What follows belongs to an exercise in optimizing a design on an open flow for small area and a short achievable clock period; a production flow would make more cautious choices.
In this exercise RTL edits were held to simulation tests only and were not proved equivalent to the original.
Power figures rest on the tool's default switching activity, not on a simulated workload.

**design/flow/design.v**
```verilog
module branch_predictor #(
  parameter  int IDX_BITS = 5,
  localparam int TAG_BITS = 30 - IDX_BITS
) (
  input  logic        clk,
  input  logic        reset,
  input  logic [31:0] if_pc,
  output logic        pred_taken,
  output logic [31:0] pred_next_pc,
  input  logic        ex_valid,
  input  logic        ex_is_branch,
  input  logic        ex_is_jump,
  input  logic [31:0] ex_pc,
  input  logic [31:0] ex_target,
  input  logic        ex_taken
);
  localparam int ENTRIES = 1 << IDX_BITS;
  logic                valid_r   [ENTRIES];
  logic [TAG_BITS-1:0] tag_r     [ENTRIES];
  logic [31:0]         target_r  [ENTRIES];
  logic                is_jump_r [ENTRIES];
  logic [1:0]          ctr_r     [ENTRIES];
  logic [IDX_BITS-1:0] if_idx_s;
  logic [TAG_BITS-1:0] if_tag_s;
  logic [IDX_BITS-1:0] ex_idx_s;
  logic [TAG_BITS-1:0] ex_tag_s;
  logic [IDX_BITS-1:0] pht_rd_idx_s;
  logic [IDX_BITS-1:0] pht_wr_idx_s;
  logic                if_hit_s;
  logic                ex_hit_s;
  logic                upd_s;
  logic                taken_s;
  logic                wr_s;
  logic [1:0]          ctr_nxt_s;
  logic                unused_s;
  assign if_idx_s = if_pc[IDX_BITS+1:2];
  assign if_tag_s = if_pc[31:IDX_BITS+2];
  assign ex_idx_s = ex_pc[IDX_BITS+1:2];
  assign ex_tag_s = ex_pc[31:IDX_BITS+2];
  assign unused_s = ^{if_pc[1:0], ex_pc[1:0]};
  assign pht_rd_idx_s = if_idx_s;
  assign pht_wr_idx_s = ex_idx_s;
  always_comb begin
    if_hit_s   = valid_r[if_idx_s] && (tag_r[if_idx_s] == if_tag_s);
    pred_taken = if_hit_s && (is_jump_r[if_idx_s] || ctr_r[pht_rd_idx_s][1]);
    if (pred_taken) begin
      pred_next_pc = target_r[if_idx_s];
    end else begin
      pred_next_pc = if_pc + 32'd4;
    end
  end
  always_comb begin
    upd_s    = ex_valid && (ex_is_branch || ex_is_jump);
    taken_s  = ex_is_jump || ex_taken;
    ex_hit_s = valid_r[ex_idx_s] && (tag_r[ex_idx_s] == ex_tag_s);
    wr_s     = upd_s && (ex_hit_s || taken_s);
    if (ex_is_jump) begin
      ctr_nxt_s = 2'b11;
    end else if (!ex_hit_s) begin
      ctr_nxt_s = 2'b10;
    end else if (taken_s) begin
      ctr_nxt_s = (ctr_r[pht_wr_idx_s] == 2'b11) ? 2'b11 : ctr_r[pht_wr_idx_s] + 2'b01;
    end else begin
      ctr_nxt_s = (ctr_r[pht_wr_idx_s] == 2'b00) ? 2'b00 : ctr_r[pht_wr_idx_s] - 2'b01;
    end
  end
  always_ff @(posedge clk) begin
    if (reset) begin
      for (int i = 0; i < ENTRIES; i++) begin
        valid_r[i] <= 1'b0;
        ctr_r[i]   <= 2'b01;
      end
    end else if (wr_s) begin
      valid_r[ex_idx_s]   <= 1'b1;
      tag_r[ex_idx_s]     <= ex_tag_s;
      target_r[ex_idx_s]  <= ex_target;
      is_jump_r[ex_idx_s] <= ex_is_jump;
      ctr_r[pht_wr_idx_s] <= ctr_nxt_s;
    end else begin
      valid_r[ex_idx_s] <= valid_r[ex_idx_s];
    end
  end
endmodule
```
**design/flow/run.sh**
```bash
#!/bin/bash
# synth_recipe.tcl (not shown) runs the flow's synth.tcl, then flattens the netlist and writes it again
# the make line also repeats each setting of config.mk as NAME=value (left out here)
make -C /OpenROAD-flow-scripts/flow DESIGN_CONFIG=/design/flow/config.mk WORK_HOME=/design/flow/orfs CLKGATE_MAP_FILE= SYNTH_SCRIPT=/design/flow/synth_recipe.tcl finish
```
**design/flow/config.mk**
```make
export PLATFORM = sky130hd
export DESIGN_NAME = branch_predictor
export DESIGN_NICKNAME = branch_predictor
export VERILOG_FILES = /design/flow/design.v
export SDC_FILE = /design/flow/constraint.sdc
export NUM_CORES = 4
export LEC_CHECK = 0
export CAP_MARGIN = 20
export CORE_MARGIN = 2
export CORE_UTILIZATION = 40
export SETUP_SLACK_MARGIN = 0.3
export SLEW_MARGIN = 20
```
**design/flow/constraint.sdc**
```tcl
create_clock -name core_clock -period 7.0 [get_ports {clk}]
set_input_delay 1.4000 -clock core_clock [delete_from_list [all_inputs] [get_ports {clk}]]
set_output_delay 1.4000 -clock core_clock [all_outputs]
set_load 0.01 [all_outputs]
```
==> flow_summary.toml <==
[placement]
gp_congestion = 0.986
dp_hpwl_um = 171000
post-place-cells = 7458
io_buffers = 132

[floorplanning]
start_util_pct = 40.3
fp.dieArea_um2 = 212000
coreArea_um2 = 207000
num_rows = 167
die_w_um = 461
num_io_pins = 135
die_y_um = 461

[timing]
setup_violations = 0
min_period_ps = 6790
fmax_ghz = 0.147
period_share_pct = 97.1
hold_viol_final = 0
relSlewSlack_pct = 26.0
fin_skew_ps = 74.9
finalMaxSlewViolations = 0
fin_hold_ws_ps = 1080
rsz0062_at_grt = "yes"
worst_pin_slew_ps = 1110

[setup_path]
worst-endpoint-arrival_ps = 5390
crit_chain = "buf_16, buf_6, nand3b_1, buf_12, o22ai_1, a211oi_1, a22oi_2, xnor2_1, nand4_1, nor4_2, nand4_1, buf_4, buf_6, mux2i_2, clkdlybuf4s50_1"
critPathTopFamily = "buffers and inverters"
critical-path-slowest-cell = "clkdlybuf4s50_1"
crit_type = "in -> out"
cp.required_ps = 5600
max_stage_delay_ps = 600
crit_buf_inv = 6
end_kind = "output port"
startpoint_type = "input port"
cp_max_fo = 15

[drt]
drtIter0Drc = 6533
vias_per_cell = 6.21
vias = 48736
drt_wl_total_um = 271000
first_pass_iters = 6
ant_nets = 0
route.detailed.drc = 0
wl_per_cell_um = 34.5

[yosys]
synth_area_um2 = 83500
synth_fp_nets = 4461
synth_top_area_share_pct = 70.2
synth_ff_type = "edfxtp_1"
yosys_warnings = 1
synthTopCellsByArea = "edfxtp_1 (70%), mux4_2 (13%), mux2i_1 (6.7%)"
syn_area_per_cell_um2 = 19.2
netlist_instances = 4358
ys_types = 61
synth-seq-cells = 1952
yosysTopAreaCell = "edfxtp_1"
synthArstFlopShare_pct = 0
seq_area_frac_synth_pct = 70.2
synth-edff-count = 1952

[global_route]
grt_overflow_total = 0
grt_pass1_wl_um = 374000
grt_max_degree = 77
grt_pass1_vias = 48216
track_usage_pct = 25.1
antenna_found_initial = 21

[clock_network]
cts.reportedPaths.clkPinSlew_ps = 60
numCtsBuffers = 202
ctsHoldBuffers = 0
clockRootBuffer = "clkbuf_16"
clock_latency_ps = 870
cts_tree = "built"
clockBufferDepth = 3
cts.sinks = 1952
cts_max_level = 4

[cells_and_area]
drive_above_1_share_pct = 28.5
utilization_pct = 48.5
final_common_cell = "edfxtp_1"
mostFrequentLayoutCells = "edfxtp_1 (1952), mux2i_1 (554), mux4_2 (497)"
syn2layout_area_growth_pct = 20.4
finalNonFillerCells = 7853
final_nets = 5001

[pwr]
ir_worst_vdd_mv = 0.273
combPwrFrac_pct = 7.4
power.density_nw_per_um2 = 253
switchingPower_mw = 5.70
pwr-share-clk_pct = 41.5
netSwitchingFraction_pct = 22.4
p_leak_nw = 33.3
sequentialPowerShare_pct = 51.1
p_int_mw = 19.7

[worst_hold_path]
hold_path.class = "in -> reg"

[outcome]
status = "no timing/DRC/antenna violations"

[job]
max_cap_viol_count = 0
power by group through the flow:
stage | registers [mW] | clock network (mW) | logic [mW]
5_1_grt | 13.0 | 11.1 | 1.96
2_1_floorplan | 13.2 | 0 | 0.961
6_report | 13.0 | 10.6 | 1.88
3_5_place_dp | 13.2 | 0 | 1.82
4_1_cts | 13.0 | 10.7 | 1.84
3_3_place_gp | 13.2 | 0 | 1.81
worst register-to-register path, stage by stage, from the launching register on:
cell and delay (ps):
edfxtp_1 380, mux2i_1 200, o22ai_1 120, nor4_1 410, a21oi_1 170, nor4_1 820
buf_4 230, nand4_1 90, or4_4 560, a21o_4 310, buf_12 170, nor2_4 190
buf_12 250, buf_12 240
final cells by class:
cell class / count / area, um2
timing repair buffer: 659 / 8080
clock inverter: 105 / 962
multi-input combinational: 2080 / 23900
clock buffer: 264 / 5460
fill: 17222 / 107000
sequential: 1952 / 58600
antenna: 2 / 5.00
inverter: 3 / 20.0
tap: 2788 / 3490
state kept, by name, summed over array words and instances, names as in the netlist:
| register | flops |
|---|---|
| valid_r | 32 |
| is_jump_r | 32 |
| target_r | 1024 |
| ctr_r | 64 |
| tag_r | 800 |
cell usage after synthesis (3+ instances only):
library cell / number
mux4_2: 497
nand3_1: 16
inv_1: 3
a31o_2: 8
buf_1: 28
nand4bb_1: 5
a31oi_1: 4
nor4_1: 54
nand4_1: 27
mux2i_1: 561
buf_4: 9
a22oi_1: 62
nor3_1: 24
xor2_1: 27
nand2b_1: 3
xnor2_1: 32
and2_1: 5
nor3_2: 16
clkbuf_1: 147
or4_1: 11
buf_2: 136
o221ai_1: 9
edfxtp_1: 1952
o21bai_1: 33
a211oi_1: 20
mux2_2: 13
nand2_1: 76
o22a_1: 5
o22ai_1: 221
a22o_1: 8
o211ai_1: 21
nor2b_1: 18
or4b_1: 4
buf_6: 3
o2111ai_1: 36
nor2_1: 71
a21o_1: 29
a21oi_1: 66
or3_1: 6
o21ai_0: 39
and3_1: 27
per-layer routing:
metal  vias up  global-route usage, %  share of wire [%]  routed length, um
met2      2588                   40.2                 48             129000
met3       590                   4.99                8.4              22700
met5         -                      0              0.044                120
met1     25971                   33.5                 39             106000
met4        20                   10.2                4.8              13000
li1      19567                      -                  -                  -
per-stage QoR:
stage	setup TNS, ps	total power [mW]	area [um2]	worst slack (ps)
CTS	0	25.5	100000	302
finish	0	25.4	101000	206
detailed placement	-290860	15.0	93600	-278
floorplan	-746280	14.2	83500	-405
global placement	-236250	15.0	93600	-278
global route	0	26.1	101000	160
final timing paths:
path                            slack [ps]                         to  depth (start not counted)                 startpoint
worst max-delay path                   210            pred_next_pc[5]                         15                   if_pc[2]
worst max register to register        2560      tag_r[8][4]$_DFFE_PP_                         13    tag_r[11][19]$_DFFE_PP_
worst min register to register        1510  ctr_r[0][0]$_SDFFCE_PN1P_                          7  ctr_r[8][1]$_SDFFCE_PN0P_
worst min-delay path                  1080   target_r[6][8]$_DFFE_PP_                          1               ex_target[8]
repair_timing:
action | CTS | global route
setup buffers | 0 | 14
gates cloned | 2 | 7
endpoints found under the setup margin | 33 | 31
resized for setup | 17 | 33
cell families (layout without fill, tap and decap cells):
family                     Yosys count  after routing  synth area share, %
AOI/OAI and AO/OA                  569            569                 4.57
xor gates and xnor gates            59             59                0.619
adders and majority gates            2              2               0.0270
buffers and inverters              326           1031                 1.74
DFF                               1952           1952                 70.2
muxes                             1071           1071                 20.3
other                                0              2                    0
and+or+nand+nor                    379            379                 2.53

[afterwards: timing with drivers on the ports]
In the flow no input, the clock included, has a driving cell. The finished layout below was timed again as built, in two steps.
Step 1: set_driving_cell puts a clkbuf_16 on clk and a buf_2 on each other input, an assumption about the parent block.
Step 2 times the ports against the registers' clock, not the clock port: input delays grow and output delays shrink by t, the midpoint of the rising clock arrivals with the driver on.
Slacks: ideal / step 1 / step 2; pairs: ideal / step 1.
t (ns): 0.919
setup slack, ns: 0.206 / -0.032 / -0.457
latest minus earliest clock arrival (ns): 0.075 / 0.075
pins driven straight from the clock port: 1
With both steps, setup timing fails in this run, where it was met with ideal ports. The setup slack of this run moves by -0.238 ns with the drivers and by -0.663 ns with both steps.
